From an optimization exercise on the open Yosys and OpenROAD flow, aimed at small area; shortcuts taken in it are not production practice.
RTL that was checked went through simulation tests only; none was proved equivalent to the original.
No functional check of the RTL was part of run 1.
Power is estimated from default activity; no workload was simulated.

[design/flow/run.sh]
#!/bin/bash
# synth_recipe.tcl (not shown) runs the flow's synth.tcl, then flattens the netlist and writes it again
# the make line also repeats each setting of config.mk as NAME=value (left out here)
make -C /OpenROAD-flow-scripts/flow DESIGN_CONFIG=/design/flow/config.mk WORK_HOME=/design/flow/orfs CLKGATE_MAP_FILE= SYNTH_SCRIPT=/design/flow/synth_recipe.tcl finish
[design/flow/config.mk]
export PLATFORM = sky130hd
export DESIGN_NAME = length_prefix_deframer_unit
export DESIGN_NICKNAME = length_prefix_deframer_unit
export VERILOG_FILES = /design/flow/design.v
export SDC_FILE = /design/flow/constraint.sdc
export NUM_CORES = 4
export LEC_CHECK = 0
export ABC_AREA = 1
export CAP_MARGIN = 20
export CORE_MARGIN = 2
export CORE_UTILIZATION = 40
export SLEW_MARGIN = 20
[design/flow/constraint.sdc]
create_clock -name core_clock -period 10.0 [get_ports {clock}]
set_input_delay 2.0000 -clock core_clock [delete_from_list [all_inputs] [get_ports {clock}]]
set_output_delay 2.0000 -clock core_clock [all_outputs]
set_load 0.01 [all_outputs]
[design/flow/design.v]
package lpd_pkg;
   localparam int CHAN_W = 4;
   localparam int BYTE_W = 8;
   localparam int LEN_W  = 64;
   localparam int DEF_NUM_CHANNELS = 16;
   localparam int DEF_HEADER_BYTES = 8;
   typedef struct packed {
      logic [CHAN_W-1:0] channel;
      logic [BYTE_W-1:0] data_byte;
   } req_type;
   typedef struct packed {
      logic [CHAN_W-1:0] out_channel;
      logic [BYTE_W-1:0] payload_byte;
      logic              first_of_frame;
      logic              last_of_frame;
      logic              empty_frame;
   } rsp_type;
   typedef struct packed {
      logic    present;
      rsp_type word;
   } ctx_res_type;
endpackage
module lpd_ctx
#(
   parameter int NUM_CHANNELS = lpd_pkg::DEF_NUM_CHANNELS,
   parameter int HEADER_BYTES = lpd_pkg::DEF_HEADER_BYTES
) (
   input  logic        clock,
   input  logic        reset,
   input  logic        step,
   input  lpd_pkg::req_type     item,
   output lpd_pkg::ctx_res_type res
);
   localparam int DEPTH = 1 << lpd_pkg::CHAN_W;
   localparam int LEN_W = lpd_pkg::LEN_W;
   localparam logic [1:0] M_HDR0 = 2'b00;
   localparam logic [1:0] M_HDR  = 2'b01;
   localparam logic [1:0] M_PAY1 = 2'b10;
   localparam logic [1:0] M_PAY  = 2'b11;
   logic [1:0]       mode_ff [DEPTH];
   logic [LEN_W-1:0] data_ff [DEPTH];
   logic [1:0]       mode;
   logic [LEN_W-1:0] data;
   logic             in_header;
   logic             hdr_last;
   logic             use_dec;
   logic [2:0]       hc;
   logic [LEN_W-1:0] x;
   logic [LEN_W:0]   z;
   logic [LEN_W-1:0] dec;
   logic             x_zero;
   logic [1:0]       mode_in;
   logic [LEN_W-1:0] data_in;
   assign mode = mode_ff[item.channel];
   assign data = data_ff[item.channel];
   assign in_header = ~mode[1];
   assign hc        = mode[0] ? data[LEN_W-1 -: 3] : 3'd0;
   assign hdr_last  = mode[0] & (data[LEN_W-1 -: 3] == 3'd7);
   assign use_dec   = mode[1] | hdr_last;
   assign x = {(mode[1] ? data[LEN_W-1 -: 8] : item.data_byte), data[LEN_W-9:0]};
   assign z[0] = 1'b1;
   for (genvar i = 0; i < LEN_W; i++) begin : g_dec
      assign z[i+1] = z[i] & ~x[i];
      assign dec[i] = x[i] ^ z[i];
   end
   assign x_zero = z[LEN_W];
   always_comb begin
      res.present             = mode[1] | (hdr_last & x_zero);
      res.word.out_channel    = item.channel;
      res.word.payload_byte   = item.data_byte & {8{mode[1]}};
      res.word.first_of_frame = (mode == M_PAY1);
      res.word.last_of_frame  = in_header | x_zero;
      res.word.empty_frame    = in_header;
   end
   always_comb begin
      if (use_dec) begin
         data_in = dec;
         mode_in = x_zero ? M_HDR0 : (mode[1] ? M_PAY : M_PAY1);
      end else begin
         data_in = data;
         for (int k = 0; k < 7; k++) begin
            if (hc == 3'(k)) data_in[8*k +: 8] = item.data_byte;
         end
         data_in[LEN_W-1 -: 3] = hc + 3'd1;
         mode_in = M_HDR;
      end
   end
   for (genvar i = 0; i < DEPTH; i++) begin : g_ch
      always_ff @(posedge clock) begin
         if (reset) begin
            mode_ff[i] <= M_HDR0;
         end else if (step && item.channel == lpd_pkg::CHAN_W'(i)) begin
            mode_ff[i] <= mode_in;
         end
      end
      always_ff @(posedge clock) begin
         if (step && item.channel == lpd_pkg::CHAN_W'(i)) begin
            data_ff[i] <= data_in;
         end
      end
   end
endmodule
module lpd_out_reg
(
   input  logic    clock,
   input  logic    reset,
   input  logic    load,
   input  lpd_pkg::rsp_type word,
   output logic    free,
   output logic    rsp_valid,
   input  logic    rsp_ready,
   output lpd_pkg::rsp_type rsp_data
);
   logic    valid_ff;
   lpd_pkg::rsp_type data_ff;
   assign free      = ~valid_ff | rsp_ready;
   assign rsp_valid = valid_ff;
   assign rsp_data  = data_ff;
   always_ff @(posedge clock) begin
      if (reset) begin
         valid_ff <= 1'b0;
      end else if (load) begin
         valid_ff <= 1'b1;
      end else if (rsp_ready) begin
         valid_ff <= 1'b0;
      end
   end
   always_ff @(posedge clock) begin
      if (load) begin
         data_ff <= word;
      end
   end
endmodule
module length_prefix_deframer_unit
#(
   parameter int NUM_CHANNELS = lpd_pkg::DEF_NUM_CHANNELS,
   parameter int HEADER_BYTES = lpd_pkg::DEF_HEADER_BYTES
) (
   input  logic    clock,
   input  logic    reset,
   input  logic    req_valid,
   output logic    req_ready,
   input  lpd_pkg::req_type req_data,
   output logic    rsp_valid,
   input  logic    rsp_ready,
   output lpd_pkg::rsp_type rsp_data
);
   lpd_pkg::ctx_res_type res;
   logic        out_free;
   logic        step;
   logic        load;
   assign req_ready = out_free | ~res.present;
   assign step      = req_valid & req_ready;
   assign load      = step & res.present;
   lpd_ctx #(
      .NUM_CHANNELS (NUM_CHANNELS),
      .HEADER_BYTES (HEADER_BYTES)
   ) u_ctx (
      .clock (clock),
      .reset (reset),
      .step  (step),
      .item  (req_data),
      .res   (res)
   );
   lpd_out_reg u_out (
      .clock     (clock),
      .reset     (reset),
      .load      (load),
      .word      (res.word),
      .free      (out_free),
      .rsp_valid (rsp_valid),
      .rsp_ready (rsp_ready),
      .rsp_data  (rsp_data)
   );
endmodule
==> out/metrics.yaml, run 1 <==
report.final.setup_viol: 1378
final.fill_count: 8961
first_pass_iters: 6
powerDensity_nw_per_um2: 192
hold_buffers: 0
io-pin-count: 33
design.final.nets: 3604
hold_depth: 4
maxSlewViolCount: 0
coreArea_um2: 105000
cts_buffer_count: 109
layout_min_cycle_time_ns: 15.33
crit_type: "in2out"
largest_family_of_logic_cells_by_synthesized_area: "simple AND/OR/NAND/NOR gates"
avgRoutedWirePerCell_um: 25.4
post_synth_inst_count: 3184
first_global_vias: 26100
drt_iter0_markers: 2949
count_of_antenna_violating_nets_left_after_detailed_routing: 0
htree_levels: 3
synth_edf_count: 1039
num_vias: 27300
final.setup.tns_ns: -4614.42
timing.critical_path.slowest_stage_cell: "sky130_fd_sc_hd__ha_2"
holdCritPathClass: "reg2reg"
ir_drop_mv: 0.147
area_growth_syn_to_layout_pct: 23.3
crit_path_start: "req_data[9]"
ratio_of_final_minimum_period_to_clock_period_pct: 153
length_in_cells_of_the_worst_reg_to_reg_path: 79
via_per_inst: 5.46
seq_area_frac_synth_pct: 75.4
cts.path.max_buffers: 3
area_fraction_in_compound_gates_after_synthesis_pct: 5.61
synth-adder-area-share_pct: 2.01
finalHoldViolCount: 0
track_usage_pct: 23.1
worst_setup_path_start_kind: "input port"
critical_path.reg2reg.startpoint: "u_ctx.data_ff[15][1]"
die-area_um2: 108000
grt_antenna_before_repair: 4
syn-num-nets: 3268
synth_ff_type: "sky130_fd_sc_hd__edfxtp_1"
dieWidth_um: 329
worst_ep_required_time_ns: 8.00
grt_first_pass_wirelength_mm: 182
tightestPinTransition_ns: 1.11
timing.critical_path.mode_cell: "sky130_fd_sc_hd__ha_4"
drive_gt1_share_pct: 18.2
post_synth_instance_area_um2: 42300
post_synth_num_cell_types: 42
maxCapViolations: 0
gr-total-overflow: 0
ys_ff_latch: 1072
muxShareOfSynthArea_pct: 0.0710
clock-root-buffer: "sky130_fd_sc_hd__clkbuf_16"
route.detailed.drc: 0
floorplan.initialDensity_pct: 40.2
cp_max_fo: 6
outcome: "complete, but fails checks"
postRouteWirelength_mm: 127
buffer_ports.inserted: 32
place_hpwl_mm: 78.9
syn-mean-instance-area_um2: 13.3
worst_hold_slack_ns: 0.518
yosysWarningCount: 4
grt_setup_unrepaired: "true"
slowest_delay_ns: 0.19
maxSlewHeadroom_pct: 26.1
place.gp.congestion: 0.926
cellLeakagePower_nw: 18.3
max_freq_mhz: 65.2
worstHoldStart: "u_ctx.mode_ff[6][0]"
tritoncts_clock_tree: "yes"
fp.dieH_um: 329
largest_clock_skew_in_the_final_design_ns: 0.0356
placementRows: 119
post_synth_xor_xnor_area_pct: 0
synth-simple-area-share_pct: 13.8
worst_setup_path_end_kind: "output pin"
postLayoutSetupSlackWorst_ns: -5.33
finalCoreUtilization_pct: 49.6
clk-insertion-delay-late_ns: 0.71
asyncSetResetFlopFracSynth_pct: 0
clk_pin_slew_worst_paths_ns: 0.06
worst-endpoint-arrival_ns: 13.33
tritoncts_num_sinks: 1072
grt_start_max_net_pins: 58
violatedChecks: "negative setup slack"
[critical path: cells and delay by family]
family	cells	cell delay (ns)
and+or+nand+nor	6	0.46
buffers and inverters	8	0.86
adders and majority gates	63	10.00
[routing by layer]
| metal | wire, µm | vias up | GRT usage (%) |
|---|---|---|---|
| li1 | - | 12200 | - |
| met1 | 54200 | 13700 | 33.3 |
| met2 | 58100 | 1227 | 36.3 |
| met3 | 10700 | 203 | 3.61 |
| met4 | 3950 | 2 | 7.00 |
| met5 | 13 | - | 0 |
[repair_timing]
action	in CTS	in global routing
endpoints found under the hold margin	0	0
gates cloned	5	6
pin swaps	15	54
setup buffers	20	21
gates resized for setup	39	44
setup endpoints to repair	1426	1410
[final timing paths]
check        slack [ns]                   end
max               -5.33             req_ready
max reg2reg       -2.42  u_ctx.data_ff[8][14]
min                0.52   u_ctx.mode_ff[6][0]
min reg2reg        0.52   u_ctx.mode_ff[6][0]
[sequential cells by signal, indices dropped and copies added, names as in the netlist]
register	flops
u_out.valid_ff	1
u_ctx.data_ff	1024
u_ctx.mode_ff	32
u_out.data_ff	15
[cells in the mapped netlist (30+ instances only)]
library cell,n,area share (%)
sky130_fd_sc_hd__ha_1,68,2.0
sky130_fd_sc_hd__dfxtp_1,33,1.6
sky130_fd_sc_hd__nand2_1,909,8.1
sky130_fd_sc_hd__nand4_1,137,2.0
sky130_fd_sc_hd__a211oi_1,47,0.83
sky130_fd_sc_hd__inv_1,176,1.6
sky130_fd_sc_hd__a22o_1,77,1.6
sky130_fd_sc_hd__o21ai_0,61,0.72
sky130_fd_sc_hd__clkbuf_1,68,0.60
sky130_fd_sc_hd__nand3_1,108,1.3
sky130_fd_sc_hd__buf_1,38,0.34
sky130_fd_sc_hd__a21oi_1,59,0.70
sky130_fd_sc_hd__nor3_1,30,0.36
sky130_fd_sc_hd__edfxtp_1,1039,74
sky130_fd_sc_hd__nor2_1,142,1.3
[cell usage in the layout, fill, tap and decap left out, drive strengths merged, types with 2 or more instances in the layout]
cell type | Yosys | final
clkinvlp | 0 | 9
nand2 | 914 | 914
o21ai | 66 | 66
ha | 68 | 68
mux2i | 3 | 3
nor2 | 155 | 155
a2111oi | 3 | 3
nor3b | 2 | 2
inv | 191 | 183
a21oi | 59 | 59
a211oi | 47 | 47
a221oi | 15 | 15
dfxtp | 33 | 33
bufbuf | 0 | 3
clkbuf | 68 | 143
o22ai | 27 | 27
edfxtp | 1039 | 1039
clkinv | 0 | 57
bufinv | 0 | 8
o2111ai | 5 | 5
nand4 | 137 | 137
o211ai | 2 | 2
o21a | 2 | 2
nor3 | 30 | 30
a32o | 12 | 12
buf | 71 | 326
nand3 | 122 | 122
or2 | 5 | 5
a22o | 77 | 77
diode | 0 | 2
and3 | 3 | 3
a22oi | 24 | 24
clkdlybuf4s50 | 0 | 27
[area by class of cell]
class                      instances  area, µm²  area share [%]
inverter                         191        818            1.57
multi-input combinational       1782      10200            19.5
clock inverter                    66        588            1.13
tap                             1391       1740            3.34
antenna                            2       5.00         0.00960
timing repair buffer             364       4070            7.80
sequential                      1072      31900            61.1
clock buffer                     135       2890            5.54
[per-stage QoR]
stage                     instance area (µm²)  power, mW  std cells  worst slack, ns
after CTS                               51700       10.0       4974            -5.37
after global placement                  47700       6.08       4747            -6.00
after detailed placement                47700       6.09       4749            -6.06
after floorplan                         43300       5.68       3184            -4.88
after global routing                    52100       10.3       5001            -5.59
final                                   52100       10.0       5003            -5.33
[logic make-up after synthesis]
| kind of cell | after synthesis |
|---|---|
| AO/OA/AOI/OAI | 341 |
| adder cells (fa/ha/maj) | 68 |
| buffers and inverters | 330 |
| flip-flops | 1072 |
| multiplexers | 3 |
| AND/OR/NAND/NOR | 1370 |
[power by group]
group / switching [mW] / internal [mW]
logic: 0.585 / 0.255
registers: 0.0173 / 5.18
clock network: 1.72 / 2.25
total: 2.32 / 7.68
==> run 2, diff against run 1 <==
--- a/design/flow/design.v
+++ b/design/flow/design.v
@@ -58,11 +58,19 @@
    assign hdr_last  = mode[0] & (data[LEN_W-1 -: 3] == 3'd7);
    assign use_dec   = mode[1] | hdr_last;
    assign x = {(mode[1] ? data[LEN_W-1 -: 8] : item.data_byte), data[LEN_W-9:0]};
-   assign z[0] = 1'b1;
-   for (genvar i = 0; i < LEN_W; i++) begin : g_dec
-      assign z[i+1] = z[i] & ~x[i];
-      assign dec[i] = x[i] ^ z[i];
+   logic [16:0] g_pre;
+   assign g_pre[0] = 1'b1;
+   for (genvar j = 0; j < 16; j++) begin : g_grp
+      logic [4:0] zl;
+      assign zl[0] = 1'b1;
+      for (genvar b = 0; b < 4; b++) begin : g_bit
+         assign zl[b+1]     = zl[b] & ~x[4*j+b];
+         assign z[4*j+b]    = g_pre[j] & zl[b];
+         assign dec[4*j+b]  = x[4*j+b] ^ z[4*j+b];
+      end
+      assign g_pre[j+1] = g_pre[j] & zl[4];
    end
+   assign z[LEN_W] = g_pre[16];
    assign x_zero = z[LEN_W];
    always_comb begin
       res.present             = mode[1] | (hdr_last & x_zero);
==> out/metrics.yaml, run 2 <==
multi_input_area_um2: 9770  # -3.9%
flip_flop_count_of_the_largest_register_all_copies_and_words_added: 1024  # unchanged
asyncSetResetFlopFracSynth_pct: 0  # unchanged
design.final.nets: 3501  # -2.9%
layout_min_cycle_time_ns: 9.41  # -5.92 ns
finalHoldViolCount: 0  # unchanged
worst_hold_path.endpoint: "u_ctx.mode_ff[15][1]"
grt_antenna_before_repair: 3  # -1
slowest_delay_ns: 0.85  # +0.66 ns
largest_clock_skew_in_the_final_design_ns: 0.0440  # +0.00843 ns
postLayoutSetupSlackWorst_ns: 0.592  # +5.92 ns
powerDensity_nw_per_um2: 199  # +3.7%
cts_buffer_count: 103  # -5.5%
cts.path.max_buffers: 3  # unchanged
final_design_area_no_fill_um2: 48400  # -7.2%
grt_first_pass_wirelength_mm: 176  # -3.0%
finalCoreUtilization_pct: 45.9  # -3.7 points
fin_cells: 4939  # -1.3%
drive_gt1_share_pct: 10.1  # -8.1 points
worst_setup_path_start_kind: "input port"
seq_area_um2: 31900  # unchanged
gr-total-overflow: 0  # unchanged
first_pass_iters: 6  # unchanged
top_register: "u_ctx.data_ff"
hold_depth: 4  # unchanged
worst_hold_slack_ns: 0.511  # -0.00711 ns
fp.dieH_um: 331  # +0.55%
worst_ep_required_time_ns: 8.00  # about the same
syn-mean-instance-area_um2: 12.7  # -4.3%
postRouteWirelength_mm: 122  # -4.2%
buffer_ports.inserted: 32  # unchanged
critical_path.reg2reg.startpoint: "u_ctx.data_ff[5][1]"
syn-num-nets: 3402  # +4.1%
die-area_um2: 109000  # +1.1%
drt_iter0_markers: 3140  # +6.5%
maxSlewHeadroom_pct: 21.5  # -4.6 points
grt_setup_unrepaired: "false"
place_hpwl_mm: 68.6  # -13%
grt_start_max_net_pins: 62  # +6.9%
htree_levels: 3  # unchanged
floorplan.initialDensity_pct: 40.5  # +0.27 points
clock-root-buffer: "sky130_fd_sc_hd__clkbuf_16"
hold_buffers: 0  # unchanged
crit_type: "in2out"
dpl.cell_count: 4746  # -0.063%
coreArea_um2: 106000  # +0.43%
post_synth_inst_count: 3363  # +5.6%
clk_pin_slew_worst_paths_ns: 0.06  # about the same
seq_area_frac_synth_pct: 74.5  # -0.83 points
cell_with_the_most_instances_after_synthesis: "sky130_fd_sc_hd__nand2_1"
critical_path.top_delay_family: "simple AND/OR/NAND/NOR gates"
maxSlewViolCount: 0  # unchanged
io-pin-count: 33  # unchanged
post_synth_num_cell_types: 55  # +31%
cellLeakagePower_nw: 16.7  # -8.6%
first_global_vias: 25700  # -1.3%
tightestPinTransition_ns: 1.18  # +0.0719 ns
ys_top_cells_by_count: "1066 x sky130_fd_sc_hd__nand2_1, 1039 x sky130_fd_sc_hd__edfxtp_1, 242 x sky130_fd_sc_hd__nor2_1, 150 x sky130_fd_sc_hd__nand4_1, 149 x sky130_fd_sc_hd__inv_1"
worstHoldStart: "u_ctx.mode_ff[15][1]"
cp_max_fo: 16  # +10
final.setup.tns_ns: 0  # +4614.42 ns
cp.buffers_inverters: 5  # -3
ff2ff_setup_slack_ns: 4.03  # +6.45 ns
ir_drop_mv: 0.143  # -2.8%
tritoncts_num_sinks: 1072  # unchanged
holdCritPathClass: "reg2reg"
ys_ff_latch: 1072  # unchanged
track_usage_pct: 22.2  # -0.95 points
final_cell_mix: "1065 x sky130_fd_sc_hd__nand2_1, 1039 x sky130_fd_sc_hd__edfxtp_1, 233 x sky130_fd_sc_hd__nor2_1"
synth_ff_type: "sky130_fd_sc_hd__edfxtp_1"
num_vias: 27100  # -0.69%
clk-insertion-delay-late_ns: 0.71  # about the same
report.final.setup_viol: 0  # -100%
placementRows: 119  # unchanged
final.fill_count: 9320  # +4.0%
r2r_end: "u_ctx.data_ff[7][56]"
reg_top3: "u_ctx.data_ff (1024), u_ctx.mode_ff (32), u_out.data_ff (15)"
via_per_inst: 5.49  # +0.60%
maxCapViolations: 0  # unchanged
mostFrequentLayoutCell: "sky130_fd_sc_hd__nand2_1"
tritoncts_clock_tree: "yes"
route.detailed.drc: 0  # unchanged
worst-endpoint-arrival_ns: 7.41  # -5.92 ns
p_total_mw: 9.64  # -3.7%
cts-resized-gates: 0  # -100%
yosysWarningCount: 4  # unchanged
post-synth-top-area-fraction_pct: 73.0  # -0.81 points
place.gp.congestion: 0.867  # -6.3%
dieWidth_um: 331  # +0.55%
timing.critical_path.slowest_stage_cell: "sky130_fd_sc_hd__a2111oi_0"
final_antenna_diode_count: 0  # -2
outcome: "complete, no violations"
timing.critical_path.depth: 25  # -68%
timing.critical_path.mode_cell: "sky130_fd_sc_hd__nor2_4"
synth.top_cells.by_area: "sky130_fd_sc_hd__edfxtp_1 73%, sky130_fd_sc_hd__nand2_1 9.4%, sky130_fd_sc_hd__nand4_1 2.2%, sky130_fd_sc_hd__nor2_1 2.1%, sky130_fd_sc_hd__dfxtp_1 1.5%"
post_synth_instance_area_um2: 42700  # +1.1%
count_of_antenna_violating_nets_left_after_detailed_routing: 0  # unchanged
ratio_of_final_minimum_period_to_clock_period_pct: 94.1  # -59 points
synth_edf_count: 1039  # unchanged
length_in_cells_of_the_worst_reg_to_reg_path: 24  # -70%
synth_top_area_cell: "sky130_fd_sc_hd__edfxtp_1"
area_growth_syn_to_layout_pct: 13.3
worst_setup_path_end_kind: "output pin"
post_dp_cell_area_um2: 45100  # -5.5%
max_freq_mhz: 106  # +63%
post_place_worst_slack_ns: 0.747  # +6.81 ns
avgRoutedWirePerCell_um: 24.6  # -2.9%
postCtsSetupRepairBufs: 0  # -100%
-- run 2: layout make-up --
type | count | share of cell area, %
clock buffers | 132 | 5.68
clock inverters | 59 | 0.962
inverters | 173 | 1.42
multi-input cells | 1979 | 20.2
flip-flops and latches | 1072 | 65.8
well taps | 1391 | 3.60
repair buffers | 133 | 2.33
-- run 2: per-layer routing --
metal / wire (µm) / global-route usage (%) / part of all wire [%]
met3: 10000 / 2.95 / 8.2
met5: 0 / 0 / 0
met4: 3460 / 6.88 / 2.8
met1: 50800 / 30.8 / 42
met2: 57400 / 36.3 / 47
-- run 2: worst max-delay path by stage --
stage / startpoint / endpoint
detailed placement: req_data[11] / req_ready
global placement: req_data[9] / req_ready
floorplan: req_data[8] / req_ready
CTS: req_data[11] / req_ready
global route: req_data[11] / req_ready
finish: req_data[11] / req_ready
-- run 2: power breakdown --
| group | internal [mW] | total, mW | switching (mW) |
|---|---|---|---|
| Clock | 2.09 | 3.76 | 1.67 |
| Sequential | 5.16 | 5.18 | 0.0159 |
| Combinational | 0.159 | 0.699 | 0.540 |
| Total | 7.42 | 9.64 | 2.22 |
-- run 2: cells by family (layout without fill, tap and decap cells) --
family	after synthesis	in the layout	synth area share, %
fa+ha+maj	23	23	0.673
flops	1072	1072	74.5
compound gates	288	288	4.58
buf+inv	312	497	3.20
simple gates	1648	1648	16.6
xor+xnor	20	20	0.410
-- run 2: worst reg2reg max path, delay by kind of cell (launching register included) --
family / cells / cell delay (ns)
buffers and inverters: 4 / 1.24
and+or+nand+nor: 15 / 2.54
adders and majority gates: 3 / 0.49
DFF: 1 / 0.38
AOI/OAI and AO/OA: 2 / 1.01
==> run 3, diff against run 2 <==
--- a/design/flow/config.mk
+++ b/design/flow/config.mk
@@ -8,5 +8,8 @@
 export ABC_AREA = 1
 export CAP_MARGIN = 20
 export CORE_MARGIN = 2
-export CORE_UTILIZATION = 40
+export CORE_UTILIZATION = 60
+export CTS_BUF_LIST = sky130_fd_sc_hd__clkbuf_16
+export CTS_CLUSTER_DIAMETER = 80
+export CTS_CLUSTER_SIZE = 25
 export SLEW_MARGIN = 20
==> out/metrics.yaml, run 3 <==
outcome: "complete, no violations"
critical_path.top_delay_family: "simple AND/OR/NAND/NOR gates"
first_global_vias: 25900  # +0.58%
route.detailed.drc: 0  # unchanged
cts_buffer_count: 50  # -51%
worst_ep_required_time_ns: 8.00  # about the same
syn-num-nets: 3402  # unchanged
cellLeakagePower_nw: 15.8  # -5.5%
worst_setup_path_start_kind: "input port"
synth_ff_type: "sky130_fd_sc_hd__edfxtp_1"
ratio_of_final_minimum_period_to_clock_period_pct: 91.5  # -2.6 points
hold_buffers: 0  # unchanged
power_report.internal_total_mw: 6.25  # -16%
tritoncts_num_sinks: 1072  # unchanged
drive_gt1_share_pct: 8.09  # -2.0 points
num_vias: 27000  # -0.52%
maxSlewViolCount: 0  # unchanged
flip_flop_count_of_the_largest_register_all_copies_and_words_added: 1024  # unchanged
tightestPinTransition_ns: 1.13  # -0.0518 ns
post_synth_inst_count: 3363  # unchanged
via_per_inst: 6.20  # +13%
yosysWarningCount: 4  # unchanged
met1_length_mm: 48.4  # -4.6%
hold_depth: 4  # unchanged
tritoncts_clock_tree: "yes"
cp_max_fo: 6  # -10
die-area_um2: 73400  # -33%
synth_top_area_cell: "sky130_fd_sc_hd__edfxtp_1"
mostFrequentLayoutCell: "sky130_fd_sc_hd__nand2_1"
routed-wl-met2_mm: 55.3  # -3.7%
track_usage_pct: 32.4  # +10 points
post-synth-top-area-fraction_pct: 73.0  # unchanged
ff2ff_setup_slack_ns: 4.24  # +0.21 ns
grt_first_pass_wirelength_mm: 172  # -2.2%
io-pin-count: 33  # unchanged
cell_with_the_most_instances_after_synthesis: "sky130_fd_sc_hd__nand2_1"
timing.critical_path.mode_cell: "sky130_fd_sc_hd__nor2_4"
timing.critical_path.slowest_stage_cell: "sky130_fd_sc_hd__clkdlybuf4s50_1"
crit_type: "in2out"
layout_min_cycle_time_ns: 9.15  # -0.257 ns
postCtsSetupRepairBufs: 0  # unchanged
coreArea_um2: 70300  # -33%
critical_path.reg2reg.startpoint: "u_ctx.data_ff[15][2]"
syn-mean-instance-area_um2: 12.7  # unchanged
avgRoutedWirePerCell_um: 27.2  # +10%
ys_top_cells_by_count: "1066 x sky130_fd_sc_hd__nand2_1, 1039 x sky130_fd_sc_hd__edfxtp_1, 242 x sky130_fd_sc_hd__nor2_1, 150 x sky130_fd_sc_hd__nand4_1, 149 x sky130_fd_sc_hd__inv_1"
ys_ff_latch: 1072  # unchanged
top_register: "u_ctx.data_ff"
floorplan.initialDensity_pct: 60.8  # +20 points
final.fill_count: 5160  # -45%
place.gp.congestion: 0.881  # +1.6%
asyncSetResetFlopFracSynth_pct: 0  # unchanged
finalHoldViolCount: 0  # unchanged
maxCapViolations: 0  # unchanged
r2r_end: "u_ctx.data_ff[0][49]"
post_synth_num_cell_types: 55  # unchanged
dieWidth_um: 271  # -18%
worst_setup_path_end_kind: "output pin"
powerDensity_nw_per_um2: 177  # -11%
timing.critical_path.depth: 24  # -4.0%
cts.path.max_buffers: 3  # unchanged
reg_top3: "u_ctx.data_ff (1024), u_ctx.mode_ff (32), u_out.data_ff (15)"
length_in_cells_of_the_worst_reg_to_reg_path: 24  # unchanged
drt_iter0_markers: 2982  # -5.0%
synth.top_cells.by_area: "sky130_fd_sc_hd__edfxtp_1 73%, sky130_fd_sc_hd__nand2_1 9.4%, sky130_fd_sc_hd__nand4_1 2.2%, sky130_fd_sc_hd__nor2_1 2.1%, sky130_fd_sc_hd__dfxtp_1 1.5%"
maxSlewHeadroom_pct: 24.9  # +3.4 points
first_pass_iters: 6  # unchanged
switching_share_pct: 23.2  # +0.17 points
design.final.nets: 3434  # -1.9%
clk_pin_slew_worst_paths_ns: 0.09  # +0.03 ns
gr-total-overflow: 0  # unchanged
crit_path_start: "req_data[8]"
count_of_antenna_violating_nets_left_after_detailed_routing: 0  # unchanged
cts-resized-gates: 0  # unchanged
place_hpwl_mm: 65.4  # -4.7%
postRouteWirelength_mm: 118  # -2.6%
final.setup.tns_ns: 0  # unchanged
grt_antenna_before_repair: 0  # -3
p_switching_mw: 1.89  # -15%
ir_drop_mv: 0.173  # +21%
placementRows: 97  # -18%
largest_clock_skew_in_the_final_design_ns: 0.0290  # -0.0150 ns
endpoint: "req_ready"
worst-endpoint-arrival_ns: 7.15  # -0.26 ns
area_growth_syn_to_layout_pct: 7.54
dr_wl_met3_mm: 10.8  # +7.7%
worst_hold_slack_ns: 0.518  # +0.00684 ns
timing.critical_path.cells: "clkdlybuf4s50_1, nand2_1, nor2_4, nand2_1, nand4_1, a2111oi_0, nand3_1, inv_1, ha_1, ha_1, nand3_1, nor2_1, nand3_2, nor2_4, nand4_2, nor2_4, nand4_2, nor2_4, nand3_2, nor2_4, nand3_2, nand2_2, nand3_4, clkdlybuf4s50_1"
grt_setup_unrepaired: "false"
max_freq_mhz: 109  # +2.8%
synth_edf_count: 1039  # unchanged
dr.max_layer_used: "met4"
buffer_ports.inserted: 32  # unchanged
seq_area_um2: 31900  # unchanged
seq_area_frac_synth_pct: 74.5  # unchanged
final_cell_mix: "1065 x sky130_fd_sc_hd__nand2_1, 1039 x sky130_fd_sc_hd__edfxtp_1, 233 x sky130_fd_sc_hd__nor2_1"
post_synth_instance_area_um2: 42700  # unchanged
holdCritPathClass: "reg2reg"
pwr-share-seq_pct: 63.5  # +9.8 points
pwr-share-comb_pct: 8.3  # +1.1 points
grt_start_max_net_pins: 67  # +8.1%
slowest_delay_ns: 0.58  # -0.27 ns
report.final.setup_viol: 0  # unchanged
htree_levels: 2  # -1
clkPwrFrac_pct: 28.2  # -11 points
fp.dieH_um: 271  # -18%
clock-root-buffer: "sky130_fd_sc_hd__clkbuf_16"
multi_input_area_um2: 9780  # +0.14%
cp.buffers_inverters: 3  # -2
clk-insertion-delay-late_ns: 0.66  # -0.05 ns
==> run 3: cell counts after synthesis <==
Identical to the previous run, type by type.
==> run 3: area by class of cell <==
type / instances / area share [%]
Sequential cell: 1072 / 69.3
Multi-Input combinational cell: 1979 / 21.3
Antenna cell: 1 / 0.00544
Clock buffer: 50 / 2.72
Tap cell: 940 / 2.56
Clock inverter: 20 / 0.346
Inverter: 173 / 1.50
Timing Repair Buffer: 119 / 2.26
==> run 3: power by group through the flow <==
stage,combinational (mW),sequential [mW],clock [mW]
finish,0.679,5.17,2.30
global placement,0.624,5.27,0
global route,0.731,5.18,2.46
CTS,0.650,5.17,2.32
floorplan,0.373,5.27,0
detailed placement,0.649,5.28,0
==> run 3: per-stage QoR <==
step | area (µm²) | worst slack [ns] | instances | util [%] | power, mW
after floorplan | 42700 | 2.31 | 3363 | - | 5.65
after global placement | 44300 | 1.07 | 4276 | 63.1 | 5.90
after detailed placement | 44400 | 0.924 | 4278 | 63.2 | 5.93
after CTS | 45800 | 0.927 | 4348 | 65.2 | 8.14
after global routing | 46000 | 0.478 | 4353 | 65.4 | 8.37
final | 46000 | 0.849 | 4354 | 65.4 | 8.15
==> run 3: cell families (layout without fill, tap and decap cells) <==
kind of cell / after synthesis / count (layout) / share of synthesized area (%)
XOR/XNOR: 20 / 20 / 0.410
buffers and inverters: 312 / 362 / 3.20
AO/OA/AOI/OAI: 288 / 288 / 4.58
flip-flops: 1072 / 1072 / 74.5
adder cells (fa/ha/maj): 23 / 23 / 0.673
other: 0 / 1 / 0
AND/OR/NAND/NOR: 1648 / 1648 / 16.6
==> run 3: metal layers <==
metal	up-vias	global-route usage, %
met4	0	9.83
met2	1322	51.7
met1	13500	46.7
met3	216	4.54
li1	11900	-
met5	-	0
==> run 3: worst min-delay path: stages, from the launching register on <==
cell	delay [ns]
sky130_fd_sc_hd__dfxtp_1	0.32
sky130_fd_sc_hd__inv_1	0.05
sky130_fd_sc_hd__nand2_1	0.05
sky130_fd_sc_hd__clkinv_1	0.04
sky130_fd_sc_hd__nor2_1	0.03
==> run 3: worst min-delay path by stage <==
stage,to,from,slack [ns]
2_1_floorplan,u_ctx.mode_ff[15][1],u_ctx.mode_ff[15][1],0.48
3_3_place_gp,u_ctx.mode_ff[13][1],u_ctx.mode_ff[13][1],0.50
3_5_place_dp,u_ctx.mode_ff[6][0],u_ctx.mode_ff[6][0],0.50
4_1_cts,u_ctx.mode_ff[6][0],u_ctx.mode_ff[6][0],0.52
5_1_grt,u_ctx.mode_ff[6][0],u_ctx.mode_ff[6][0],0.54
6_report,u_ctx.mode_ff[15][1],u_ctx.mode_ff[15][1],0.52
==> run 4, diff against run 3 <==
==> design/flow/flow/run.sh (new file) <==
#!/bin/bash
# Standard layout, with the clock tree built without dummy loads.
cd "$(dirname "$0")/.."
export CTS_ARGS="-sink_clustering_enable -repair_clock_nets -buf_list sky130_fd_sc_hd__clkbuf_16 -sink_clustering_size 25 -sink_clustering_max_diameter 80 -dont_use_dummy_load"
bash standard.sh > standard.log 2>&1
==> design/flow/standard.sh (new file) <==
#!/bin/bash
# synth_recipe.tcl (not shown) runs the flow's synth.tcl, then flattens the netlist and writes it again
# the make line also repeats each setting of config.mk as NAME=value (left out here)
make -C /OpenROAD-flow-scripts/flow DESIGN_CONFIG=/design/flow/config.mk WORK_HOME=/design/flow/orfs CLKGATE_MAP_FILE= SYNTH_SCRIPT=/design/flow/synth_recipe.tcl "${@:-finish}"
removed: design/flow/run.sh
==> out/metrics.yaml, run 4 <==
cts.path.max_buffers: 3  # unchanged
postCtsSetupRepairBufs: 0  # unchanged
cts_buffer_count: 50  # unchanged
grt_start_max_net_pins: 67  # unchanged
route.detailed.drc: 0  # unchanged
buffer_ports.inserted: 32  # unchanged
ratio_of_final_minimum_period_to_clock_period_pct: 91.4  # -0.14 points
via_per_inst: 6.22  # +0.42%
postLayoutSetupSlackWorst_ns: 0.862  # +0.0136 ns
timing.critical_path.mode_cell: "sky130_fd_sc_hd__nor2_4"
post_synth_inst_count: 3363  # unchanged
grt_setup_unrepaired: "false"
area_growth_syn_to_layout_pct: 7.16
final.setup.tns_ns: 0  # unchanged
mostFrequentLayoutCell: "sky130_fd_sc_hd__nand2_1"
maxCapViolations: 0  # unchanged
asyncSetResetFlopFracSynth_pct: 0  # unchanged
layout_min_cycle_time_ns: 9.14  # -0.0136 ns
io-pin-count: 33  # unchanged
worst-endpoint-arrival_ns: 7.14  # about the same
cellLeakagePower_nw: 15.7  # -0.69%
maxSlewHeadroom_pct: 25.9  # +1.0 points
clk_pin_slew_worst_paths_ns: 0.07  # -0.02 ns
final.fill_count: 5170  # +0.19%
htree_levels: 2  # unchanged
place.gp.congestion: 0.881  # unchanged
yosysWarningCount: 4  # unchanged
final_cell_mix: "1065 x sky130_fd_sc_hd__nand2_1, 1039 x sky130_fd_sc_hd__edfxtp_1, 233 x sky130_fd_sc_hd__nor2_1"
cp_max_fo: 6  # unchanged
ir_drop_mv: 0.169  # -2.2%
length_in_cells_of_the_worst_reg_to_reg_path: 24  # unchanged
critical_path.reg2reg.startpoint: "u_ctx.data_ff[15][2]"
coreArea_um2: 70300  # unchanged
top_register: "u_ctx.data_ff"
worst_setup_path_start_kind: "input port"
seq_area_frac_synth_pct: 74.5  # unchanged
worst_ep_required_time_ns: 8.00  # about the same
hold_depth: 4  # unchanged
post_dp_cell_area_um2: 44400  # unchanged
timing.critical_path.cells: "clkdlybuf4s50_1, nand2_1, nor2_4, nand2_1, nand4_1, a2111oi_0, nand3_1, inv_1, ha_1, ha_1, nand3_1, nor2_1, nand3_2, nor2_4, nand4_2, nor2_4, nand4_2, nor2_4, nand3_2, nor2_4, nand3_2, nand2_2, nand3_4, clkdlybuf4s50_1"
r2r_end: "u_ctx.data_ff[0][13]"
clock-root-buffer: "sky130_fd_sc_hd__clkbuf_16"
synth.top_cells.by_area: "sky130_fd_sc_hd__edfxtp_1 73%, sky130_fd_sc_hd__nand2_1 9.4%, sky130_fd_sc_hd__nand4_1 2.2%, sky130_fd_sc_hd__nor2_1 2.1%, sky130_fd_sc_hd__dfxtp_1 1.5%"
tritoncts_clock_tree: "yes"
place_hpwl_mm: 65.4  # unchanged
count_of_antenna_violating_nets_left_after_detailed_routing: 0  # unchanged
ys_ff_latch: 1072  # unchanged
synth_ff_type: "sky130_fd_sc_hd__edfxtp_1"
worstHoldStart: "u_ctx.mode_ff[6][0]"
holdCritPathClass: "reg2reg"
largest_clock_skew_in_the_final_design_ns: 0.0721  # +0.0431 ns
placementRows: 97  # unchanged
num_vias: 27000  # -0.044%
cell_with_the_most_instances_after_synthesis: "sky130_fd_sc_hd__nand2_1"
gr-total-overflow: 0  # unchanged
reg_top3: "u_ctx.data_ff (1024), u_ctx.mode_ff (32), u_out.data_ff (15)"
flip_flop_count_of_the_largest_register_all_copies_and_words_added: 1024  # unchanged
hold_buffers: 0  # unchanged
finalHoldViolCount: 0  # unchanged
final_design_area_no_fill_um2: 45800  # -0.35%
postRouteWirelength_mm: 118  # -0.14%
outcome: "complete, no violations"
maxSlewViolCount: 0  # unchanged
p_total_mw: 8.04  # -1.3%
grt_first_pass_wirelength_mm: 172  # -0.25%
cts-resized-gates: 0  # unchanged
post_synth_num_cell_types: 55  # unchanged
grt_antenna_before_repair: 0  # unchanged
timing.critical_path.slowest_stage_cell: "sky130_fd_sc_hd__clkdlybuf4s50_1"
synth_top_area_cell: "sky130_fd_sc_hd__edfxtp_1"
seq_area_um2: 31900  # unchanged
post_synth_instance_area_um2: 42700  # unchanged
worst_hold_path.endpoint: "u_ctx.mode_ff[6][0]"
drt_iter0_markers: 3214  # +7.8%
clk-insertion-delay-late_ns: 0.66  # about the same
powerDensity_nw_per_um2: 175  # -1.0%
syn-mean-instance-area_um2: 12.7  # unchanged
ys_top_cells_by_count: "1066 x sky130_fd_sc_hd__nand2_1, 1039 x sky130_fd_sc_hd__edfxtp_1, 242 x sky130_fd_sc_hd__nor2_1, 150 x sky130_fd_sc_hd__nand4_1, 149 x sky130_fd_sc_hd__inv_1"
design.final.nets: 3434  # unchanged
slowest_delay_ns: 0.57  # about the same
critical_path.top_delay_family: "simple AND/OR/NAND/NOR gates"
ff2ff_setup_slack_ns: 4.27  # +0.03 ns
avgRoutedWirePerCell_um: 27.3  # +0.33%
synth_edf_count: 1039  # unchanged
tightestPinTransition_ns: 1.11  # -0.0143 ns
first_pass_iters: 6  # unchanged
drive_gt1_share_pct: 7.81  # -0.28 points
report.final.setup_viol: 0  # unchanged
tritoncts_num_sinks: 1072  # unchanged
post-synth-top-area-fraction_pct: 73.0  # unchanged
max_freq_mhz: 109  # +0.15%
worst_hold_slack_ns: 0.516  # -0.00201 ns
syn-num-nets: 3402  # unchanged
worst_setup_path_end_kind: "output pin"
cp.buffers_inverters: 3  # unchanged
post_place_worst_slack_ns: 0.924  # unchanged
die-area_um2: 73400  # unchanged
floorplan.initialDensity_pct: 60.8  # unchanged
first_global_vias: 25800  # -0.22%
fp.dieH_um: 271  # unchanged
crit_type: "in2out"
track_usage_pct: 32.3  # -0.075 points
multi_input_area_um2: 9780  # unchanged
dieWidth_um: 271  # unchanged
==> run 4: cell counts after synthesis <==
Identical to the previous run, type by type.
==> run 4: worst max-delay path by stage <==
| stage | to | cells past startpoint | slack (ns) | start |
|---|---|---|---|---|
| 3_3_place_gp | req_ready | 27 | 1.07 | req_data[8] |
| 4_1_cts | req_ready | 24 | 0.93 | req_data[8] |
| 2_1_floorplan | req_ready | 27 | 2.31 | req_data[8] |
| 5_1_grt | req_ready | 27 | 0.50 | req_data[8] |
| 3_5_place_dp | req_ready | 27 | 0.92 | req_data[8] |
| 6_report | req_ready | 24 | 0.86 | req_data[8] |
==> run 4: final cells by class <==
class,count,area share [%]
Sequential cell,1072,69.6
Multi-Input combinational cell,1979,21.4
Clock buffer,50,2.73
Tap cell,940,2.57
Timing Repair Buffer,119,2.27
Inverter,173,1.50
Antenna cell,1,0.00546
==> run 4: cell families after synthesis <==
kind of cell / share of synthesized area [%]
flops: 74.5
xor+xnor: 0.410
compound gates: 4.58
fa+ha+maj: 0.673
simple gates: 16.6
buf+inv: 3.20
==> run 4: metal layers <==
layer | up-vias | share of wire (%) | GRT usage [%]
li1 | 11900 | - | -
met1 | 13500 | 41 | 46.7
met2 | 1389 | 47 | 51.6
met3 | 208 | 9.4 | 4.60
met4 | 0 | 3.1 | 9.61
met5 | - | 0 | 0
==> run 4: power by group <==
group	total [mW]	internal (mW)	switching, mW	leakage [nW]
logic	0.677	0.153	0.524	5.34
clock network	2.19	0.894	1.29	0.616
registers	5.17	5.15	0.0164	9.71
total	8.04	6.20	1.83	15.7
==> run 4: worst register-to-register path, cell delays in order (launching register included) <==
cell and delay (ns):
sky130_fd_sc_hd__edfxtp_1 0.40, sky130_fd_sc_hd__nand2_1 0.10, sky130_fd_sc_hd__nand4_1 0.13, sky130_fd_sc_hd__a2111oi_0 0.55
sky130_fd_sc_hd__nand3_1 0.20, sky130_fd_sc_hd__inv_1 0.10, sky130_fd_sc_hd__ha_1 0.15, sky130_fd_sc_hd__ha_1 0.16
sky130_fd_sc_hd__nand3_1 0.11, sky130_fd_sc_hd__nor2_1 0.19, sky130_fd_sc_hd__nand3_2 0.18, sky130_fd_sc_hd__nor2_4 0.16
sky130_fd_sc_hd__nand4_2 0.17, sky130_fd_sc_hd__nor2_4 0.20, sky130_fd_sc_hd__nand4_2 0.21, sky130_fd_sc_hd__nor2_4 0.21
sky130_fd_sc_hd__nand3_2 0.15, sky130_fd_sc_hd__nor2_4 0.24, sky130_fd_sc_hd__nand3_2 0.14, sky130_fd_sc_hd__nand2_2 0.11
sky130_fd_sc_hd__nand3_4 0.08, sky130_fd_sc_hd__buf_4 0.30, sky130_fd_sc_hd__nand3_2 0.21, sky130_fd_sc_hd__clkinv_2 0.27
sky130_fd_sc_hd__buf_4 0.51
==> run 4: metrics by stage <==
step	utilization, %	instances
2_1_floorplan	-	3363
3_3_place_gp	63.1	4276
3_5_place_dp	63.2	4278
4_1_cts	65.0	4328
5_1_grt	65.2	4333
6_report	65.2	4334
==> run 5, diff against run 4 <==
==> design/flow/flow/run.sh (replaced) <==
#!/bin/bash
# The standard layout (standard.sh) with two changes:
#  - synthesis maps the logic with flow/abc_map.script (see flow/synth.tcl);
#  - the clock tree is built without dummy loads.
set -euo pipefail
cd "$(dirname "$0")/.."
work=$(pwd)
export FLOW_SYNTH_TCL=$work/synth_recipe.tcl
export MY_ABC_SCRIPT=$work/flow/abc_map.script
export CTS_ARGS="-sink_clustering_enable -repair_clock_nets -buf_list sky130_fd_sc_hd__clkbuf_16 -sink_clustering_size 25 -sink_clustering_max_diameter 80 -dont_use_dummy_load"
sed "s#SYNTH_SCRIPT=[^ ]*#SYNTH_SCRIPT=$work/flow/synth.tcl#" standard.sh > my_standard.sh
grep -q "SYNTH_SCRIPT=$work/flow/synth.tcl" my_standard.sh
bash my_standard.sh > standard.log 2>&1
==> design/flow/flow/abc_map.script (new file) <==
strash
&get -n
&dch
&nf -R 1000
&put
topo
==> design/flow/flow/synth.tcl (new file) <==
# The standard flow's synthesis script, with the logic mapped by an area-recovering ABC script
# (abc_map.script) in place of the flow's. Registers are mapped as before.
proc abc {args} {
  set i [lsearch -exact $args -script]
  if {$i >= 0} { lset args [expr {$i + 1}] $::env(MY_ABC_SCRIPT) }
  yosys abc {*}$args
}
source $::env(FLOW_SYNTH_TCL)
==> out/metrics.yaml, run 5 <==
placementRows: 94  # -3.1%
ff2ff_setup_slack_ns: 1.26  # -3.01 ns
post_place_worst_slack_ns: -2.57  # -3.49 ns
timing.critical_path.mode_cell: "sky130_fd_sc_hd__buf_6"
final.setup.tns_ns: -14.09  # -14.09 ns
gr-total-overflow: 0  # unchanged
multi_input_area_um2: 8520  # -13%
slowest_delay_ns: 0.60  # +0.03 ns
outcome: "complete, but fails checks"
synth_edf_count: 1039  # unchanged
ys_ff_latch: 1072  # unchanged
first_global_vias: 24200  # -6.5%
final.fill_count: 4131  # -20%
post-synth-top-area-fraction_pct: 78.5  # +5.5 points
postLayoutSetupSlackWorst_ns: -1.64  # -2.50 ns
powerDensity_nw_per_um2: 172  # -2.0%
yosysWarningCount: 4  # unchanged
worst_ep_required_time_ns: 8.00  # about the same
layout_min_cycle_time_ns: 11.64  # +2.50 ns
postRouteWirelength_mm: 118  # -0.60%
via_per_inst: 7.03  # +13%
post_synth_instance_area_um2: 39800  # -7.0%
cts_buffer_count: 49  # -2.0%
buffer_ports.inserted: 32  # unchanged
maxSlewViolCount: 0  # unchanged
cp_max_fo: 7  # +1
max_freq_mhz: 85.9  # -21%
ir_drop_mv: 0.199  # +18%
tightestPinTransition_ns: 1.20  # +0.0872 ns
top_register: "u_ctx.data_ff"
synth_ff_type: "sky130_fd_sc_hd__edfxtp_1"
coreArea_um2: 65700  # -6.4%
syn-mean-instance-area_um2: 17.8  # +40%
route.detailed.drc: 0  # unchanged
cellLeakagePower_nw: 15.2  # -2.8%
design.final.nets: 2711  # -21%
grt_setup_unrepaired: "true"
grt_start_max_net_pins: 47  # -30%
first_pass_iters: 8  # +2
dieWidth_um: 261  # -3.5%
length_in_cells_of_the_worst_reg_to_reg_path: 37  # +54%
drive_gt1_share_pct: 18.9  # +11 points
drt_iter0_markers: 4273  # +33%
gr_layer_usage_met1_pct: 49.3  # +2.6 points
finalHoldViolCount: 0  # unchanged
fp.dieH_um: 261  # -3.5%
place_hpwl_mm: 71.6  # +9.6%
post_dp_cell_area_um2: 44600  # +0.55%
finalCoreUtilization_pct: 71.2  # +6.0 points
timing.critical_path.slowest_stage_cell: "sky130_fd_sc_hd__or4_4"
post_synth_num_cell_types: 44  # -20%
maxSlewHeadroom_pct: 19.9  # -6.1 points
p_total_mw: 8.05  # +0.12%
report.final.setup_viol: 240  # +240
cell_with_the_most_instances_after_synthesis: "sky130_fd_sc_hd__edfxtp_1"
area_growth_syn_to_layout_pct: 17.7
seq_area_frac_synth_pct: 80.1  # +5.6 points
flip_flop_count_of_the_largest_register_all_copies_and_words_added: 1024  # unchanged
cts.path.max_buffers: 3  # unchanged
final_design_area_no_fill_um2: 46800  # +2.2%
clk_pin_slew_worst_paths_ns: 0.09  # +0.02 ns
ratio_of_final_minimum_period_to_clock_period_pct: 116  # +25 points
crit_path_start: "req_data[10]"
worst_setup_path_start_kind: "input port"
seq_area_um2: 31900  # unchanged
grt_util_met2_pct: 55.2  # +3.6 points
grtUsageMet3_pct: 5.38  # +0.78 points
num_vias: 24800  # -7.9%
clk-insertion-delay-late_ns: 0.65  # about the same
track_usage_pct: 34.3  # +2.1 points
worst_setup_path_end_kind: "output pin"
critical_path.reg2reg.startpoint: "u_ctx.data_ff[15][0]"
globalRoute.busiestLayer: "met2"
synth.top_cells.by_area: "sky130_fd_sc_hd__edfxtp_1 78%, sky130_fd_sc_hd__a222oi_1 3.2%, sky130_fd_sc_hd__a22oi_1 3.2%, sky130_fd_sc_hd__dfxtp_1 1.7%, sky130_fd_sc_hd__a221oi_1 1.2%"
io-pin-count: 33  # unchanged
r2r_end: "u_ctx.data_ff[0][3]"
maxCapViolations: 0  # unchanged
hold_buffers: 0  # unchanged
grt_first_pass_wirelength_mm: 167  # -2.7%
clock-root-buffer: "sky130_fd_sc_hd__clkbuf_16"
tritoncts_num_sinks: 1072  # unchanged
mostFrequentLayoutCell: "sky130_fd_sc_hd__edfxtp_1"
avgRoutedWirePerCell_um: 33.3  # +22%
tritoncts_clock_tree: "yes"
holdCritPathClass: "reg2reg"
largest_clock_skew_in_the_final_design_ns: 0.0622  # -0.00992 ns
final_cell_mix: "1039 x sky130_fd_sc_hd__edfxtp_1, 262 x sky130_fd_sc_hd__buf_4, 170 x sky130_fd_sc_hd__a22oi_1"
hold_depth: 2  # -2
worst-endpoint-arrival_ns: 9.64  # +2.50 ns
violatedChecks: "negative setup slack"
reg_top3: "u_ctx.data_ff (1024), u_ctx.mode_ff (32), u_out.data_ff (15)"
place.gp.congestion: 0.915  # +3.9%
htree_levels: 2  # unchanged
post_synth_inst_count: 2234  # -34%
ys_top_cells_by_count: "1039 x sky130_fd_sc_hd__edfxtp_1, 170 x sky130_fd_sc_hd__a22oi_1, 129 x sky130_fd_sc_hd__a222oi_1, 106 x sky130_fd_sc_hd__nor2_1, 104 x sky130_fd_sc_hd__nand2_1"
worst_hold_path.endpoint: "u_ctx.mode_ff[8][1]"
count_of_antenna_violating_nets_left_after_detailed_routing: 0  # unchanged
die-area_um2: 68400  # -6.9%
syn-num-nets: 2273  # -33%
floorplan.initialDensity_pct: 60.5  # -0.34 points
synth_top_area_cell: "sky130_fd_sc_hd__edfxtp_1"
worstHoldStart: "u_ctx.mode_ff[8][1]"
crit_type: "in2out"
asyncSetResetFlopFracSynth_pct: 0  # unchanged
grt_antenna_before_repair: 0  # unchanged
-- run 5: logic make-up (layout without fill, tap and decap cells) --
logic type	Yosys count	count (layout)	synth area share [%]
compound gates	609	609	11.9
xor+xnor	28	28	0.617
fa+ha+maj	23	23	0.724
buf+inv	26	459	0.245
flops	1072	1072	80.1
mux	46	46	1.16
other cells	0	1	0
simple gates	430	433	5.19
-- run 5: final cells by class --
type	instances	area share, %
multi-input cells	1139	18.2
well taps	864	2.31
diodes	1	0.00535
flip-flops and latches	1072	68.1
inverters	26	0.233
clock buffers	49	2.62
repair buffers	384	8.56
-- run 5: worst max-delay path: cells and delay by family --
family | cells | cell delay (ns)
simple gates | 21 | 5.78
compound gates | 3 | 0.68
fa+ha+maj | 3 | 0.46
buf+inv | 7 | 0.68
-- run 5: metal layers --
layer	routed length, µm	up-vias
li1	-	10400
met1	45500	12700
met2	56200	1534
met3	12200	205
met4	3760	0
met5	0	-
-- run 5: stage by stage --
stage / hold slack, ns / cells
global route: 0.539 / 3534
CTS: 0.511 / 3509
finish: 0.506 / 3535
detailed placement: 0.485 / 3434
floorplan: 0.459 / 2234
global placement: 0.473 / 3433
-- run 5: worst max path at each step --
stage / end / slack, ns
2_1_floorplan: req_ready / -1.13
3_3_place_gp: req_ready / -2.38
3_5_place_dp: req_ready / -2.57
4_1_cts: req_ready / -2.07
5_1_grt: req_ready / -1.90
6_report: req_ready / -1.64
-- run 5: power by group --
part,internal [mW],leakage [nW],switching [mW]
sequential,5.13,9.70,0.0182
combinational,0.242,4.92,0.496
clock,0.876,0.604,1.28
-- run 5: repair_timing --
action / 4_1_cts / 5_1_grt
buffers inserted: 16 / 18
endpoints found under the setup margin: 1121 / 1121
gates resized for setup: 32 / 35
gates cloned: 10 / 5
pin swaps: 22 / 31
==> run 6, diff against run 5 <==
--- a/design/flow/design.v
+++ b/design/flow/design.v
@@ -29,7 +29,8 @@
    input  logic        reset,
    input  logic        step,
    input  lpd_pkg::req_type     item,
-   output lpd_pkg::ctx_res_type res
+   output lpd_pkg::ctx_res_type res,
+   output logic        may_defer
 );
    localparam int DEPTH = 1 << lpd_pkg::CHAN_W;
    localparam int LEN_W = lpd_pkg::LEN_W;
@@ -72,6 +73,7 @@
    end
    assign z[LEN_W] = g_pre[16];
    assign x_zero = z[LEN_W];
+   assign may_defer = in_header & ~hdr_last;
    always_comb begin
       res.present             = mode[1] | (hdr_last & x_zero);
       res.word.out_channel    = item.channel;
@@ -155,9 +157,10 @@
 );
    lpd_pkg::ctx_res_type res;
    logic        out_free;
+   logic        no_res;
    logic        step;
    logic        load;
-   assign req_ready = out_free | ~res.present;
+   assign req_ready = out_free | no_res;
    assign step      = req_valid & req_ready;
    assign load      = step & res.present;
    lpd_ctx #(
@@ -168,7 +171,8 @@
       .reset (reset),
       .step  (step),
       .item  (req_data),
-      .res   (res)
+      .res   (res),
+      .may_defer (no_res)
    );
    lpd_out_reg u_out (
       .clock     (clock),
==> design/flow/flow/abc_map.script (replaced) <==
strash
&get -n
&dch
&nf
&put
topo
stime -c
buffer -c
upsize -c
dnsize -c
==> out/metrics.yaml, run 6 <==
asyncSetResetFlopFracSynth_pct: 0  # unchanged
place_hpwl_mm: 59.7  # -17%
hold_buffers: 0  # unchanged
drt_iter0_markers: 3357  # -21%
layout_min_cycle_time_ns: 8.40  # -3.24 ns
ys_top_cells_by_count: "1039 x sky130_fd_sc_hd__edfxtp_1, 160 x sky130_fd_sc_hd__a22oi_1, 133 x sky130_fd_sc_hd__a222oi_1, 113 x sky130_fd_sc_hd__nor2_1, 87 x sky130_fd_sc_hd__nand2_1"
length_in_cells_of_the_worst_reg_to_reg_path: 16  # -57%
drive_gt1_share_pct: 9.41  # -9.5 points
num_vias: 23400  # -5.7%
worst_setup_path_start_kind: "input port"
first_pass_iters: 9  # +1
timing.critical_path.depth: 12  # -65%
endpoint: "req_ready"
clock-root-buffer: "sky130_fd_sc_hd__clkbuf_16"
ys_ff_latch: 1072  # unchanged
synth_ff_type: "sky130_fd_sc_hd__edfxtp_1"
ff2ff_setup_slack_ns: 4.39  # +3.13 ns
io-pin-count: 33  # unchanged
synth.top_cells.by_area: "sky130_fd_sc_hd__edfxtp_1 77%, sky130_fd_sc_hd__a222oi_1 3.3%, sky130_fd_sc_hd__a22oi_1 2.9%, sky130_fd_sc_hd__dfxtp_1 1.6%, sky130_fd_sc_hd__a221oi_1 1.3%"
timing.critical_path.cells: "clkdlybuf4s50_1, nor4b_2, buf_4, buf_4, a22oi_1, nand4_1, nor3_1, nor2_1, nand2b_1, o21ai_4, nand2_1, clkdlybuf4s50_1"
avgRoutedWirePerCell_um: 34.5  # +3.7%
grt_antenna_before_repair: 1  # +1
r2r_end: "u_out.data_ff[13]"
die-area_um2: 70100  # +2.5%
p_total_mw: 8.02  # -0.31%
tritoncts_clock_tree: "yes"
post-synth-top-area-fraction_pct: 76.5  # -1.9 points
route.detailed.drc: 0  # unchanged
slowest_delay_ns: 0.93  # +0.33 ns
synth_edf_count: 1039  # unchanged
ir_drop_mv: 0.206  # +3.1%
place.gp.congestion: 0.819  # -11%
maxSlewHeadroom_pct: 19.8  # -0.097 points
max_freq_mhz: 119  # +39%
seq_area_frac_synth_pct: 78.1  # -2.0 points
crit_path_start: "req_data[11]"
cp_max_fo: 21  # +14
finalHoldViolCount: 0  # unchanged
cts.path.max_buffers: 3  # unchanged
grt_start_max_net_pins: 69  # +47%
grt_setup_unrepaired: "false"
cts-resized-gates: 0  # -100%
cell_with_the_most_instances_after_synthesis: "sky130_fd_sc_hd__edfxtp_1"
postLayoutSetupSlackWorst_ns: 1.60  # +3.24 ns
top_register: "u_ctx.data_ff"
buffer_ports.inserted: 32  # unchanged
synth_top_area_cell: "sky130_fd_sc_hd__edfxtp_1"
cts_buffer_count: 49  # unchanged
final_cell_mix: "1039 x sky130_fd_sc_hd__edfxtp_1, 160 x sky130_fd_sc_hd__a22oi_1, 133 x sky130_fd_sc_hd__a222oi_1"
first_global_vias: 22500  # -6.8%
post_synth_num_cell_types: 71  # +61%
clk-insertion-delay-late_ns: 0.66  # about the same
design.final.nets: 2442  # -9.9%
final_antenna_diode_count: 0  # -1
post_synth_instance_area_um2: 40800  # +2.5%
postCtsSetupRepairBufs: 0  # -16
crit_type: "in2out"
outcome: "complete, no violations"
floorplan.initialDensity_pct: 60.6  # +0.13 points
postRouteWirelength_mm: 113  # -4.0%
tritoncts_num_sinks: 1072  # unchanged
htree_levels: 2  # unchanged
syn-num-nets: 2440  # +7.3%
tightestPinTransition_ns: 1.20  # +0.00145 ns
critical_path.reg2reg.startpoint: "u_ctx.data_ff[9][0]"
cellLeakagePower_nw: 13.7  # -10%
area_growth_syn_to_layout_pct: 7.16
flip_flop_count_of_the_largest_register_all_copies_and_words_added: 1024  # unchanged
post_synth_inst_count: 2401  # +7.5%
powerDensity_nw_per_um2: 184  # +6.8%
via_per_inst: 7.16  # +1.8%
track_usage_pct: 32.0  # -2.3 points
cp.buffers_inverters: 4  # -3
maxSlewViolCount: 0  # unchanged
grt_first_pass_wirelength_mm: 159  # -4.7%
worst_setup_path_end_kind: "output pin"
yosysWarningCount: 4  # unchanged
post_place_worst_slack_ns: 1.38  # +3.94 ns
holdCritPathClass: "reg2reg"
critical_path.top_delay_family: "buffers and inverters"
report.final.setup_viol: 0  # -100%
coreArea_um2: 67300  # +2.3%
timing.critical_path.slowest_stage_cell: "sky130_fd_sc_hd__clkdlybuf4s50_1"
worst_ep_required_time_ns: 8.00  # about the same
gr-total-overflow: 0  # unchanged
ratio_of_final_minimum_period_to_clock_period_pct: 84.0  # -32 points
worst-endpoint-arrival_ns: 6.40  # -3.24 ns
reg_top3: "u_ctx.data_ff (1024), u_ctx.mode_ff (32), u_out.data_ff (15)"
count_of_antenna_violating_nets_left_after_detailed_routing: 0  # unchanged
placementRows: 95  # +1.1%
syn-mean-instance-area_um2: 17.0  # -4.6%
dieWidth_um: 265  # +1.2%
mostFrequentLayoutCell: "sky130_fd_sc_hd__edfxtp_1"
largest_clock_skew_in_the_final_design_ns: 0.0517  # -0.0105 ns
final.setup.tns_ns: 0  # +14.09 ns
clk_pin_slew_worst_paths_ns: 0.07  # -0.02 ns
maxCapViolations: 0  # unchanged
fp.dieH_um: 265  # +1.2%
[run 6: changes by cell type after synthesis, moves of 18 or more]
cell | before | now
sky130_fd_sc_hd__clkbuf_1 | 0 | 68
sky130_fd_sc_hd__buf_2 | 0 | 55
sky130_fd_sc_hd__a211oi_1 | 6 | 44
sky130_fd_sc_hd__mux2i_1 | 44 | 10
sky130_fd_sc_hd__a21oi_1 | 43 | 69
sky130_fd_sc_hd__clkinv_1 | 26 | 0
sky130_fd_sc_hd__nor3_1 | 36 | 11
sky130_fd_sc_hd__inv_1 | 0 | 21
sky130_fd_sc_hd__buf_1 | 0 | 18
[run 6: area by class of cell]
cell class,instances,area (µm²)
Multi-Input combinational cell,1139,8320
Clock buffer,49,1230
Timing Repair Buffer,119,1110
Sequential cell,1072,31900
Tap cell,873,1090
Inverter,22,87.6
Fill cell,4648,23600
[run 6: routing by layer]
layer | GRT usage (%) | part of all wire (%)
met1 | 44.4 | 39
met2 | 52.9 | 49
met3 | 5.22 | 9.4
met4 | 9.96 | 3.0
met5 | 0 | 0
[run 6: report_power, final]
group	switching [mW]	internal (mW)	leakage (nW)
Clock	1.28	0.877	0.604
Sequential	0.0170	5.16	9.71
Combinational	0.508	0.175	3.39
[run 6: worst min-delay path by stage]
stage | endpoint | cells after the start | start
6_report | u_ctx.mode_ff[2][1] | 2 | u_ctx.mode_ff[2][1]
3_5_place_dp | u_ctx.mode_ff[3][1] | 2 | u_ctx.mode_ff[3][1]
4_1_cts | u_ctx.mode_ff[3][1] | 2 | u_ctx.mode_ff[3][1]
5_1_grt | u_ctx.mode_ff[7][1] | 2 | u_ctx.mode_ff[7][1]
2_1_floorplan | u_ctx.mode_ff[13][0] | 2 | u_ctx.mode_ff[13][0]
3_3_place_gp | u_ctx.mode_ff[9][1] | 2 | u_ctx.mode_ff[9][1]
[run 6: cells by family (layout without fill, tap and decap cells)]
| logic type | after synthesis | after routing | synth area share (%) |
|---|---|---|---|
| AOI/OAI and AO/OA | 663 | 663 | 12.6 |
| xor gates and xnor gates | 27 | 27 | 0.580 |
| adders and majority gates | 23 | 23 | 0.706 |
| buffers and inverters | 190 | 190 | 2.29 |
| DFF | 1072 | 1072 | 78.1 |
| muxes | 10 | 10 | 0.245 |
| and+or+nand+nor | 416 | 416 | 5.40 |
[run 6: tightest hold or removal path: stages, from the launching register on]
cell and delay [ns]:
sky130_fd_sc_hd__dfxtp_1 0.31, sky130_fd_sc_hd__nor2_1 0.10, sky130_fd_sc_hd__a211oi_1 0.05
[run 6: metrics by stage]
| step | cells | hold slack [ns] | instance area (µm²) | util, % |
|---|---|---|---|---|
| global placement | 3220 | 0.487 | 42300 | 62.8 |
| detailed placement | 3220 | 0.493 | 42300 | 62.9 |
| floorplan | 2401 | 0.478 | 40800 | - |
| finish | 3274 | 0.503 | 43700 | 65.0 |
| CTS | 3269 | 0.502 | 43500 | 64.7 |
| global route | 3274 | 0.527 | 43700 | 65.0 |

-- afterwards: timing with drivers on the ports --
Ports are ideal in the flow. The routed layouts listed here were re-timed in OpenROAD. Step 1 assumes that a clkbuf_16 drives the clock port and a buf_2 every other input. Step 2 adds t to the input delays and takes it off the output delays; t is the mean of the earliest and latest rising clock arrival at the registers after step 1. Input paths then give back, and output paths get back, about the clock's delay inside the block. Three values: ideal, step 1, step 2; two values: the first two.
run	t (ns)	slack for setup (ns)	latest minus earliest clock arrival (ns)
run 1	0.758	-5.329 / -5.367 / -5.367	0.036 / 0.035
run 2	0.755	0.592 / 0.566 / 0.566	0.044 / 0.044
run 3	0.714	0.849 / 0.825 / 0.825	0.029 / 0.029
run 4	0.698	0.862 / 0.838 / 0.838	0.072 / 0.072
run 5	0.684	-1.638 / -1.679 / -1.679	0.063 / 0.063
run 6	0.698	1.603 / 1.565 / 1.245	0.052 / 0.052
The setup slack of run 6, which loses most, moves by -0.038 ns with the drivers and by -0.358 ns with both steps.
